This design comes from an exercise in tuning for small area, a short achievable clock period and few clock cycles on the open sky130 flow, not from production work. Where RTL was checked, it was by simulation tests only, not by an equivalence proof against the original. Power figures rest on the tool's default switching activity, not on a simulated workload.

==> build 89 <==
## slab_alloc_top
module slab_alloc_top (
    input  logic                    clk,
    input  logic                    rst,
    input  logic [15:0]             req_size,
    input  logic                    req_valid,
    output logic                    req_ready,
    output logic [32-1:0] malloc_pointer,
    output logic                    malloc_failed,
    output logic                    malloc_valid,
    input  logic                    malloc_ready,
    input  logic [32-1:0] free_pointer,
    input  logic [15:0]             free_size,
    input  logic                    free_valid,
    output logic                    free_ready,
    output logic                    error_overflow
);
make LEC_CHECK=0 CAP_MARGIN=20 CORE_MARGIN=2 CORE_UTILIZATION=40 CTS_BUF_LIST=sky130_fd_sc_hd__clkbuf_8 CTS_CLUSTER_DIAMETER=50 CTS_CLUSTER_SIZE=20 SETUP_SLACK_MARGIN=3.5 SLEW_MARGIN=20 finish   # period 6.0 ns
run.sh (not shown) runs the stock make flow with config.mk's settings and CLKGATE_MAP_FILE= SYNTH_SCRIPT=/design/flow/synth_recipe.tcl, a recipe that flattens the netlist after the stock synthesis.
==> trial 18 (differences from build 89) <==
==> flow/design.v (replaced) <==
`timescale 1ns/1ps
module slab_alloc_top (
    input  logic                    clk,
    input  logic                    rst,
    input  logic [15:0]             req_size,
    input  logic                    req_valid,
    output logic                    req_ready,
    output logic [32-1:0] malloc_pointer,
    output logic                    malloc_failed,
    output logic                    malloc_valid,
    input  logic                    malloc_ready,
    input  logic [32-1:0] free_pointer,
    input  logic [15:0]             free_size,
    input  logic                    free_valid,
    output logic                    free_ready,
    output logic                    error_overflow
);
    function automatic logic [4:1] size_class(input logic [15:0] s);
        logic nz;
        logic [4:1] le;      
        nz = s != 16'd0;
        le[1] = s[15:7] == 9'd0 && !(s[6] && s[5:0] != 6'd0);
        le[2] = s[15:8] == 8'd0 && !(s[7] && s[6:0] != 7'd0);
        le[3] = s[15:9] == 7'd0 && !(s[8] && s[7:0] != 8'd0);
        le[4] = s[15:10] == 6'd0 && !(s[9] && s[8:0] != 9'd0);
        size_class[1] = nz && le[1];
        size_class[2] = le[2] && !le[1];
        size_class[3] = le[3] && !le[2];
        size_class[4] = le[4] && !le[3];
    endfunction
    logic [4:1] acls;
    logic [4:1] fcls;
    logic       acc_alloc;
    logic       acc_free;
    assign acls = size_class(req_size);
    assign fcls = size_class(free_size);
    assign acc_alloc = req_valid;
    assign acc_free = free_valid;
    assign req_ready = 1'b1;
    assign free_ready = 1'b1;
    logic [3:0] pg;
    logic       pg_avail;
    assign pg_avail = pg != 4'd10;
    logic [4:1] wr;
    logic [4:1] pop;
    logic [4:1] bg_set;
    logic       pg_take;
    logic [7:0] wr_data;
    logic [8:0] effm [1:4];      
    logic [7:0] remd [1:4];      
    logic [4:1] ok;              
    logic [4:1] full;            
    logic [4:1] ne;              
    logic [4:1] a_push;          
    logic [4:1] a_page;          
    logic [8:0] ptr_q;
    logic [8:0] ptr_next;
    logic [7:0] rem_next;
    always_comb begin
        ptr_next = '0;
        rem_next = '0;
        for (int k = 1; k <= 4; k++) begin
            ptr_next = ptr_next | (acls[k] ? effm[k] : 9'd0);
            rem_next = rem_next | (acls[k] ? remd[k] : 8'd0);
        end
    end
    always_ff @(posedge clk) begin
        if (rst) begin
            malloc_valid <= 1'b0;
            malloc_failed <= 1'b0;
            wr <= '0;
            pop <= '0;
            bg_set <= '0;
            pg_take <= 1'b0;
            error_overflow <= 1'b0;
        end else begin
            if (acc_alloc) begin
                malloc_valid <= 1'b1;
                malloc_failed <= (acls & ok) == '0;
            end else if (malloc_ready) begin
                malloc_valid <= 1'b0;
            end
            if (acc_alloc) begin
                wr <= acls & a_push;
                pop <= acls & ne;
                bg_set <= acls & a_push;
                pg_take <= (acls & a_page) != '0;
            end else begin
                wr <= acc_free ? (fcls & ~full) : 4'd0;
                pop <= '0;
                bg_set <= '0;
                pg_take <= 1'b0;
            end
            error_overflow <= acc_free && (fcls & full) != '0;
        end
    end
    always_ff @(posedge clk) begin
        if (acc_alloc)
            ptr_q <= ptr_next;
        wr_data <= acc_free ? free_pointer[13:6] : rem_next;
    end
    assign malloc_pointer = {17'd0, ptr_q, 6'd0};
    always_ff @(posedge clk) begin
        if (rst)
            pg <= 4'd2;
        else if (pg_take)
            pg <= pg + 1'b1;
    end
    function automatic logic [3:0] inc15(input logic [3:0] x);
        inc15 = x == 4'd14 ? 4'd0 : x + 1'b1;
    endfunction
    for (genvar k = 1; k <= 4; k++) begin : g_cls
        localparam int W = 9 - k;
        localparam int OW = 6 - k;
        logic [W-1:0] mem [15];
        logic [W-1:0] head_q;
        logic [3:0]   rd;
        logic [3:0]   wt;
        logic [4:0]   cnt;       
        logic         empty;     
        logic         one;       
        logic         bg_h;
        logic         bg_m;
        logic [3:0]   bg_s;
        logic         hasrem;
        logic [7:0]   a8;
        logic [7:0]   r8;
        logic [W-1:0] wr_k;
        logic         to_ring;
        logic         head_ld;
        logic         head_wr;
        logic [7:0]   h_a8;
        logic [7:0]   h_r8;
        logic [7:0]   w_a8;
        logic [7:0]   p_a8;
        logic [7:0]   p_r8;
        assign wr_k = wr_data[7:k-1];
        assign h_a8 = 8'({head_q, {(k-1){1'b0}}});
        assign h_r8 = 8'({head_q[W-1:OW], head_q[OW-1:0] + 1'b1, {(k-1){1'b0}}});
        assign w_a8 = 8'({wr_k, {(k-1){1'b0}}});
        assign p_a8 = {pg[2:0], 5'd0};
        assign p_r8 = 8'({pg[2:0], {(OW-1){1'b0}}, 1'b1, {(k-1){1'b0}}});
        assign ne[k] = !empty || wr[k];
        assign full[k] = wr[k] ? cnt == 5'd15 : cnt[4];
        assign a8 = !empty ? h_a8 : wr[k] ? w_a8 : p_a8;
        assign r8 = !empty ? h_r8 : p_r8;
        assign ok[k] = ne[k] || pg_avail;
        assign effm[k] = ok[k] ? {a8[7:6] == 2'b00, a8} : 9'd0;
        assign remd[k] = r8;
        assign hasrem = head_q[OW-1:0] != {OW{1'b1}};
        assign a_push[k] = ne[k] ? (bg_h && hasrem) : pg_avail;
        assign a_page[k] = !ne[k] && pg_avail;
        assign head_wr = empty || one;
        assign to_ring = wr[k] && !empty && !(one && pop[k]);
        assign head_ld = pop[k] || (wr[k] && empty);
        always_ff @(posedge clk) begin
            if (to_ring)
                mem[wt] <= wr_k;
        end
        always_ff @(posedge clk) begin
            if (head_ld)
                head_q <= head_wr ? wr_k : mem[rd];
        end
        always_ff @(posedge clk) begin
            if (rst) begin
                rd <= '0;
                wt <= '0;
                cnt <= '0;
                empty <= 1'b1;
                one <= 1'b0;
                bg_h <= 1'b0;
                bg_m <= 1'b0;
            end else begin
                if (to_ring)
                    wt <= inc15(wt);
                if (pop[k] && !head_wr)
                    rd <= inc15(rd);
                if (wr[k] && !pop[k]) begin
                    cnt <= cnt + 1'b1;
                    empty <= 1'b0;
                    one <= empty;
                end else if (pop[k] && !wr[k]) begin
                    cnt <= cnt - 1'b1;
                    empty <= one;
                    one <= cnt == 5'd2;
                end
                if (head_ld)
                    bg_h <= head_wr ? bg_set[k] : (bg_m && bg_s == rd);
                if (to_ring && bg_set[k]) begin
                    bg_m <= 1'b1;
                    bg_s <= wt;
                end else if (head_ld && !head_wr && bg_s == rd) begin
                    bg_m <= 1'b0;
                end
            end
        end
    end
endmodule
==> flow/config.mk (replaced) <==
export PLATFORM = sky130hd
export DESIGN_NAME = slab_alloc_top
export DESIGN_NICKNAME = slab_alloc_top
export VERILOG_FILES = /design/flow/design.v
export SDC_FILE = /design/flow/constraint.sdc
export NUM_CORES = 4
export LEC_CHECK = 0
export CAP_MARGIN = 20
export CORE_MARGIN = 2
export CORE_UTILIZATION = 60
export CTS_BUF_LIST = sky130_fd_sc_hd__clkbuf_8
export CTS_CLUSTER_DIAMETER = 50
export CTS_CLUSTER_SIZE = 20
export SETUP_SLACK_MARGIN = 3.5
export SLEW_MARGIN = 20
==> build 51 (differences from build 89) <==
==> flow/design.v (replaced) <==
`timescale 1ns/1ps
module slab_alloc_top (
    input  logic                    clk,
    input  logic                    rst,
    input  logic [15:0]             req_size,
    input  logic                    req_valid,
    output logic                    req_ready,
    output logic [32-1:0] malloc_pointer,
    output logic                    malloc_failed,
    output logic                    malloc_valid,
    input  logic                    malloc_ready,
    input  logic [32-1:0] free_pointer,
    input  logic [15:0]             free_size,
    input  logic                    free_valid,
    output logic                    free_ready,
    output logic                    error_overflow
);
    function automatic logic [4:1] size_class(input logic [15:0] s);
        logic nz;
        logic [4:1] le;      
        nz = s != 16'd0;
        le[1] = s[15:7] == 9'd0 && !(s[6] && s[5:0] != 6'd0);
        le[2] = s[15:8] == 8'd0 && !(s[7] && s[6:0] != 7'd0);
        le[3] = s[15:9] == 7'd0 && !(s[8] && s[7:0] != 8'd0);
        le[4] = s[15:10] == 6'd0 && !(s[9] && s[8:0] != 9'd0);
        size_class[1] = nz && le[1];
        size_class[2] = le[2] && !le[1];
        size_class[3] = le[3] && !le[2];
        size_class[4] = le[4] && !le[3];
    endfunction
    logic [4:1] acls;
    logic [4:1] fcls;
    logic       acc_alloc;
    logic       acc_free;
    assign acls = size_class(req_size);
    assign fcls = size_class(free_size);
    assign acc_alloc = req_valid;
    assign acc_free = free_valid;
    assign req_ready = 1'b1;
    assign free_ready = 1'b1;
    logic [3:0] pg;
    logic       pg_avail;
    assign pg_avail = pg != 4'd10;
    logic [4:1] wr;
    logic [4:1] pop;
    logic [4:1] bg_set;
    logic       pg_take;
    logic [7:0] wr_data;
    logic [8:0] effm [1:4];      
    logic [4:1] ok;              
    logic [4:1] full;            
    logic [4:1] ne;              
    logic [4:1] a_push;          
    logic [4:1] a_page;          
    logic [8:0] ptr_q;
    logic [8:0] ptr_next;
    always_comb begin
        ptr_next = '0;
        for (int k = 1; k <= 4; k++)
            ptr_next = ptr_next | (acls[k] ? effm[k] : 9'd0);
    end
    always_ff @(posedge clk) begin
        if (rst) begin
            malloc_valid <= 1'b0;
            malloc_failed <= 1'b0;
            wr <= '0;
            pop <= '0;
            bg_set <= '0;
            pg_take <= 1'b0;
            error_overflow <= 1'b0;
        end else begin
            if (acc_alloc) begin
                malloc_valid <= 1'b1;
                malloc_failed <= (acls & ok) == '0;
            end else if (malloc_ready) begin
                malloc_valid <= 1'b0;
            end
            if (acc_alloc) begin
                wr <= acls & a_push;
                pop <= acls & ne;
                bg_set <= acls & a_push;
                pg_take <= (acls & a_page) != '0;
            end else begin
                wr <= acc_free ? (fcls & ~full) : 4'd0;
                pop <= '0;
                bg_set <= '0;
                pg_take <= 1'b0;
            end
            error_overflow <= acc_free && (fcls & full) != '0;
        end
    end
    always_ff @(posedge clk) begin
        if (acc_alloc)
            ptr_q <= ptr_next;
        wr_data <= free_pointer[13:6];
    end
    assign malloc_pointer = {17'd0, ptr_q, 6'd0};
    always_ff @(posedge clk) begin
        if (rst)
            pg <= 4'd2;
        else if (pg_take)
            pg <= pg + 1'b1;
    end
    function automatic logic [3:0] inc15(input logic [3:0] x);
        inc15 = x == 4'd14 ? 4'd0 : x + 1'b1;
    endfunction
    for (genvar k = 1; k <= 4; k++) begin : g_cls
        localparam int W = 9 - k;
        localparam int OW = 6 - k;
        logic [W-1:0] mem [15];
        logic [W-1:0] head_q;
        logic [3:0]   rd;
        logic [3:0]   wt;
        logic [4:0]   cnt;       
        logic         empty;     
        logic         one;       
        logic         bg_h;
        logic         bg_m;
        logic [3:0]   bg_s;
        logic         hasrem;
        logic [7:0]   a8;
        logic [W-1:0] wr_k;
        logic         to_ring;
        logic         head_ld;
        logic         head_wr;
        logic [7:0]   h_a8;
        logic [7:0]   w_a8;
        logic [7:0]   p_a8;
        logic [W-1:0] rest;      
        logic [W-1:0] wd;
        assign wr_k = wr_data[7:k-1];
        assign rest = {ptr_q[7:5], ptr_q[4:k-1] + 1'b1};
        assign wd = bg_set[k] ? rest : wr_k;
        assign h_a8 = 8'({head_q, {(k-1){1'b0}}});
        assign w_a8 = 8'({wr_k, {(k-1){1'b0}}});
        assign p_a8 = {pg[2:0], 5'd0};
        assign ne[k] = !empty || wr[k];
        assign full[k] = wr[k] ? cnt == 5'd15 : cnt[4];
        assign a8 = !empty ? h_a8 : wr[k] ? w_a8 : p_a8;
        assign ok[k] = ne[k] || pg_avail;
        assign effm[k] = ok[k] ? {a8[7:6] == 2'b00, a8} : 9'd0;
        assign hasrem = head_q[OW-1:0] != {OW{1'b1}};
        assign a_push[k] = ne[k] ? (bg_h && hasrem) : pg_avail;
        assign a_page[k] = !ne[k] && pg_avail;
        assign head_wr = empty || one;
        assign to_ring = wr[k] && !empty && !(one && pop[k]);
        assign head_ld = pop[k] || (wr[k] && empty);
        always_ff @(posedge clk) begin
            if (to_ring)
                mem[wt] <= wd;
        end
        always_ff @(posedge clk) begin
            if (head_ld)
                head_q <= head_wr ? wd : mem[rd];
        end
        always_ff @(posedge clk) begin
            if (rst) begin
                rd <= '0;
                wt <= '0;
                cnt <= '0;
                empty <= 1'b1;
                one <= 1'b0;
                bg_h <= 1'b0;
                bg_m <= 1'b0;
            end else begin
                if (to_ring)
                    wt <= inc15(wt);
                if (pop[k] && !head_wr)
                    rd <= inc15(rd);
                if (wr[k] && !pop[k]) begin
                    cnt <= cnt + 1'b1;
                    empty <= 1'b0;
                    one <= empty;
                end else if (pop[k] && !wr[k]) begin
                    cnt <= cnt - 1'b1;
                    empty <= one;
                    one <= cnt == 5'd2;
                end
                if (head_ld)
                    bg_h <= head_wr ? bg_set[k] : (bg_m && bg_s == rd);
                if (to_ring && bg_set[k]) begin
                    bg_m <= 1'b1;
                    bg_s <= wt;
                end else if (head_ld && !head_wr && bg_s == rd) begin
                    bg_m <= 1'b0;
                end
            end
        end
    end
endmodule
==> flow/config.mk (replaced) <==
export PLATFORM = sky130hd
export DESIGN_NAME = slab_alloc_top
export DESIGN_NICKNAME = slab_alloc_top
export VERILOG_FILES = /design/flow/design.v
export SDC_FILE = /design/flow/constraint.sdc
export NUM_CORES = 4
export LEC_CHECK = 0
export CAP_MARGIN = 20
export CORE_MARGIN = 2
export CORE_UTILIZATION = 55
export CTS_BUF_LIST = sky130_fd_sc_hd__clkbuf_8
export CTS_CLUSTER_DIAMETER = 50
export CTS_CLUSTER_SIZE = 20
export PLACE_DENSITY = 0.7
export SETUP_SLACK_MARGIN = 3.5
export SLEW_MARGIN = 20
==> build 3 (differences from build 89) <==
==> flow/design.v (replaced) <==
`timescale 1ns/1ps
module slab_alloc_top (
    input  logic                    clk,
    input  logic                    rst,
    input  logic [15:0]             req_size,
    input  logic                    req_valid,
    output logic                    req_ready,
    output logic [32-1:0] malloc_pointer,
    output logic                    malloc_failed,
    output logic                    malloc_valid,
    input  logic                    malloc_ready,
    input  logic [32-1:0] free_pointer,
    input  logic [15:0]             free_size,
    input  logic                    free_valid,
    output logic                    free_ready,
    output logic                    error_overflow
);
    function automatic logic [4:1] size_class(input logic [15:0] s);
        logic nz;
        logic [4:1] le;      
        nz = s != 16'd0;
        le[1] = s[15:7] == 9'd0 && !(s[6] && s[5:0] != 6'd0);
        le[2] = s[15:8] == 8'd0 && !(s[7] && s[6:0] != 7'd0);
        le[3] = s[15:9] == 7'd0 && !(s[8] && s[7:0] != 8'd0);
        le[4] = s[15:10] == 6'd0 && !(s[9] && s[8:0] != 9'd0);
        size_class[1] = nz && le[1];
        size_class[2] = le[2] && !le[1];
        size_class[3] = le[3] && !le[2];
        size_class[4] = le[4] && !le[3];
    endfunction
    logic [4:1] acls;
    logic [4:1] fcls;
    logic       acc_alloc;
    logic       acc_free;
    assign acls = size_class(req_size);
    assign fcls = size_class(free_size);
    assign acc_alloc = req_valid;
    assign acc_free = free_valid;
    assign req_ready = 1'b1;
    assign free_ready = 1'b1;
    logic [3:0] pg;
    logic       pg_avail;
    assign pg_avail = pg != 4'd10;
    logic [4:1] wr;
    logic [4:1] pop;
    logic [4:1] bg_set;
    logic       pg_take;
    logic [7:0] wr_data;
    logic [8:0] effm [1:4];      
    logic [4:1] ok;              
    logic [4:1] full;            
    logic [4:1] ne;              
    logic [4:1] a_push;          
    logic [4:1] a_page;          
    logic [8:0] ptr_q;
    logic [8:0] ptr_next;
    always_comb begin
        ptr_next = '0;
        for (int k = 1; k <= 4; k++)
            ptr_next = ptr_next | (acls[k] ? effm[k] : 9'd0);
    end
    always_ff @(posedge clk) begin
        if (rst) begin
            malloc_valid <= 1'b0;
            malloc_failed <= 1'b0;
            wr <= '0;
            pop <= '0;
            bg_set <= '0;
            pg_take <= 1'b0;
            error_overflow <= 1'b0;
        end else begin
            if (acc_alloc) begin
                malloc_valid <= 1'b1;
                malloc_failed <= (acls & ok) == '0;
            end else if (malloc_ready) begin
                malloc_valid <= 1'b0;
            end
            if (acc_alloc) begin
                wr <= acls & a_push;
                pop <= acls & ne;
                bg_set <= acls & a_push;
                pg_take <= (acls & a_page) != '0;
            end else begin
                wr <= acc_free ? (fcls & ~full) : 4'd0;
                pop <= '0;
                bg_set <= '0;
                pg_take <= 1'b0;
            end
            error_overflow <= acc_free && (fcls & full) != '0;
        end
    end
    always_ff @(posedge clk) begin
        if (acc_alloc)
            ptr_q <= ptr_next;
        wr_data <= free_pointer[13:6];
    end
    assign malloc_pointer = {17'd0, ptr_q, 6'd0};
    always_ff @(posedge clk) begin
        if (rst)
            pg <= 4'd2;
        else if (pg_take)
            pg <= pg + 1'b1;
    end
    function automatic logic [3:0] inc15(input logic [3:0] x);
        inc15 = x == 4'd14 ? 4'd0 : x + 1'b1;
    endfunction
    for (genvar k = 1; k <= 4; k++) begin : g_cls
        localparam int W = 9 - k;
        localparam int OW = 6 - k;
        logic [W-1:0] mem [15];
        logic [W-1:0] head_q;
        logic [3:0]   rd;
        logic [3:0]   wt;
        logic [4:0]   cnt;       
        logic         empty;     
        logic         one;       
        logic         bg_h;
        logic         bg_m;
        logic [3:0]   bg_s;
        logic         hasrem;
        logic [7:0]   a8;
        logic [W-1:0] wr_k;
        logic         to_ring;
        logic         head_ld;
        logic         head_wr;
        logic [7:0]   h_a8;
        logic [7:0]   w_a8;
        logic [7:0]   p_a8;
        logic [W-1:0] rest;      
        logic [W-1:0] wd;
        assign wr_k = wr_data[7:k-1];
        assign rest = {ptr_q[7:5], ptr_q[4:k-1] + 1'b1};
        assign wd = bg_set[k] ? rest : wr_k;
        assign h_a8 = 8'({head_q, {(k-1){1'b0}}});
        assign w_a8 = 8'({wr_k, {(k-1){1'b0}}});
        assign p_a8 = {pg[2:0], 5'd0};
        assign ne[k] = !empty || wr[k];
        assign full[k] = wr[k] ? cnt == 5'd15 : cnt[4];
        assign a8 = !empty ? h_a8 : wr[k] ? w_a8 : p_a8;
        assign ok[k] = ne[k] || pg_avail;
        assign effm[k] = ok[k] ? {a8[7:6] == 2'b00, a8} : 9'd0;
        assign hasrem = head_q[OW-1:0] != {OW{1'b1}};
        assign a_push[k] = ne[k] ? (bg_h && hasrem) : pg_avail;
        assign a_page[k] = !ne[k] && pg_avail;
        assign head_wr = empty || one;
        assign to_ring = wr[k] && !empty && !(one && pop[k]);
        assign head_ld = pop[k] || (wr[k] && empty);
        always_ff @(posedge clk) begin
            if (to_ring)
                mem[wt] <= wd;
        end
        always_ff @(posedge clk) begin
            if (head_ld)
                head_q <= head_wr ? wd : mem[rd];
        end
        always_ff @(posedge clk) begin
            if (rst) begin
                rd <= '0;
                wt <= '0;
                cnt <= '0;
                empty <= 1'b1;
                one <= 1'b0;
                bg_h <= 1'b0;
                bg_m <= 1'b0;
            end else begin
                if (to_ring)
                    wt <= inc15(wt);
                if (pop[k] && !head_wr)
                    rd <= inc15(rd);
                if (wr[k] && !pop[k]) begin
                    cnt <= cnt + 1'b1;
                    empty <= 1'b0;
                    one <= empty;
                end else if (pop[k] && !wr[k]) begin
                    cnt <= cnt - 1'b1;
                    empty <= one;
                    one <= cnt == 5'd2;
                end
                if (head_ld)
                    bg_h <= head_wr ? bg_set[k] : (bg_m && bg_s == rd);
                if (to_ring && bg_set[k]) begin
                    bg_m <= 1'b1;
                    bg_s <= wt;
                end else if (head_ld && !head_wr && bg_s == rd) begin
                    bg_m <= 1'b0;
                end
            end
        end
    end
endmodule
==> reports/metrics.csv <==
metric,value,unit
area of the multi-input gates,7810,um^2
routed wl met3,3380,um
Area Overhead vs Synth,11.1,%
Crit. End Element,flip-flop,
outcome,finished clean,
routed vias/inst,6.09,
post-route setup slack,3330,ps
DR top layer,met4,
Psw,1.51,mW
switching share of total power,0.227,
# the run above: build 51

==> reports/metrics.csv <==
metric,value,unit
DR top layer,met4,
Crit. End Element,flip-flop,
outcome,finished clean,
PortBufs,56,
dpl cell area,24400,um^2
Clock-cell share,0.0439,
post-route setup slack,3320,ps
switching share of total power,0.220,
post-layout util,0.674,
Final Cell Area,26100,um^2
routed vias/inst,6.05,
area of the multi-input gates,7820,um^2
# the run above: trial 18

==> reports/metrics.csv <==
metric,value,unit
routed wl met3,2970,um
Psw,1.67,mW
area of the multi-input gates,8020,um^2
DR top layer,met4,
Crit. End Element,flip-flop,
row cnt,88,
Synth Area per Inst,14.6,um^2
outcome,finished clean,
switching share of total power,0.240,
# the run above: build 89

==> reports/metrics.csv <==
metric,value,unit
outcome,finished clean,
Psw,1.57,mW
routed wl met3,3060,um
DR top layer,met5,
area of the multi-input gates,7830,um^2
post-route setup slack,3390,ps
switching share of total power,0.233,
# the run above: build 3

Testbench counts of trial 18, summed over its fixed seeds: cycles 7,452.
Testbench counts of build 51, summed over its fixed seeds: cycles 7,452.
Testbench counts of build 3, summed over its fixed seeds: cycles 7,452.
Function not checked in build 89: the RTL went through the layout flow alone.

re-timing with driven ports:
Ports are ideal in the flow. The routed layouts listed here were re-timed in OpenROAD.
Step 1 (the two cells are an assumption about what drives the block):
set clk [get_ports {clk}]
set_driving_cell -lib_cell sky130_fd_sc_hd__clkbuf_16 $clk
set_driving_cell -lib_cell sky130_fd_sc_hd__buf_2 [delete_from_list [all_inputs] $clk]
Step 2 also shifts input and output timing later by t, the mid clock arrival at the registers, as if the neighbouring blocks saw the same clock.
Three values: no drivers, after step 1, after step 2; two values: the first two.
run	shift t [ns]	setup slack, ns	latest minus earliest clock arrival (ns)	worst register clock-pin slew, ns	worst data-port slew with drivers (ns)
build 89	0.724	3.092 / 3.073 / 2.395	0.056 / 0.056	0.12 / 0.12	0.09
trial 18	0.711	3.322 / 3.337 / 2.627	0.047 / 0.047	0.11 / 0.11	0.06
build 51	0.699	3.332 / 3.334 / 2.635	0.038 / 0.038	0.12 / 0.12	0.06
build 3	0.718	3.389 / 3.333 / 2.765	0.035 / 0.035	0.12 / 0.12	0.04
After both steps every run listed still meets setup and hold.
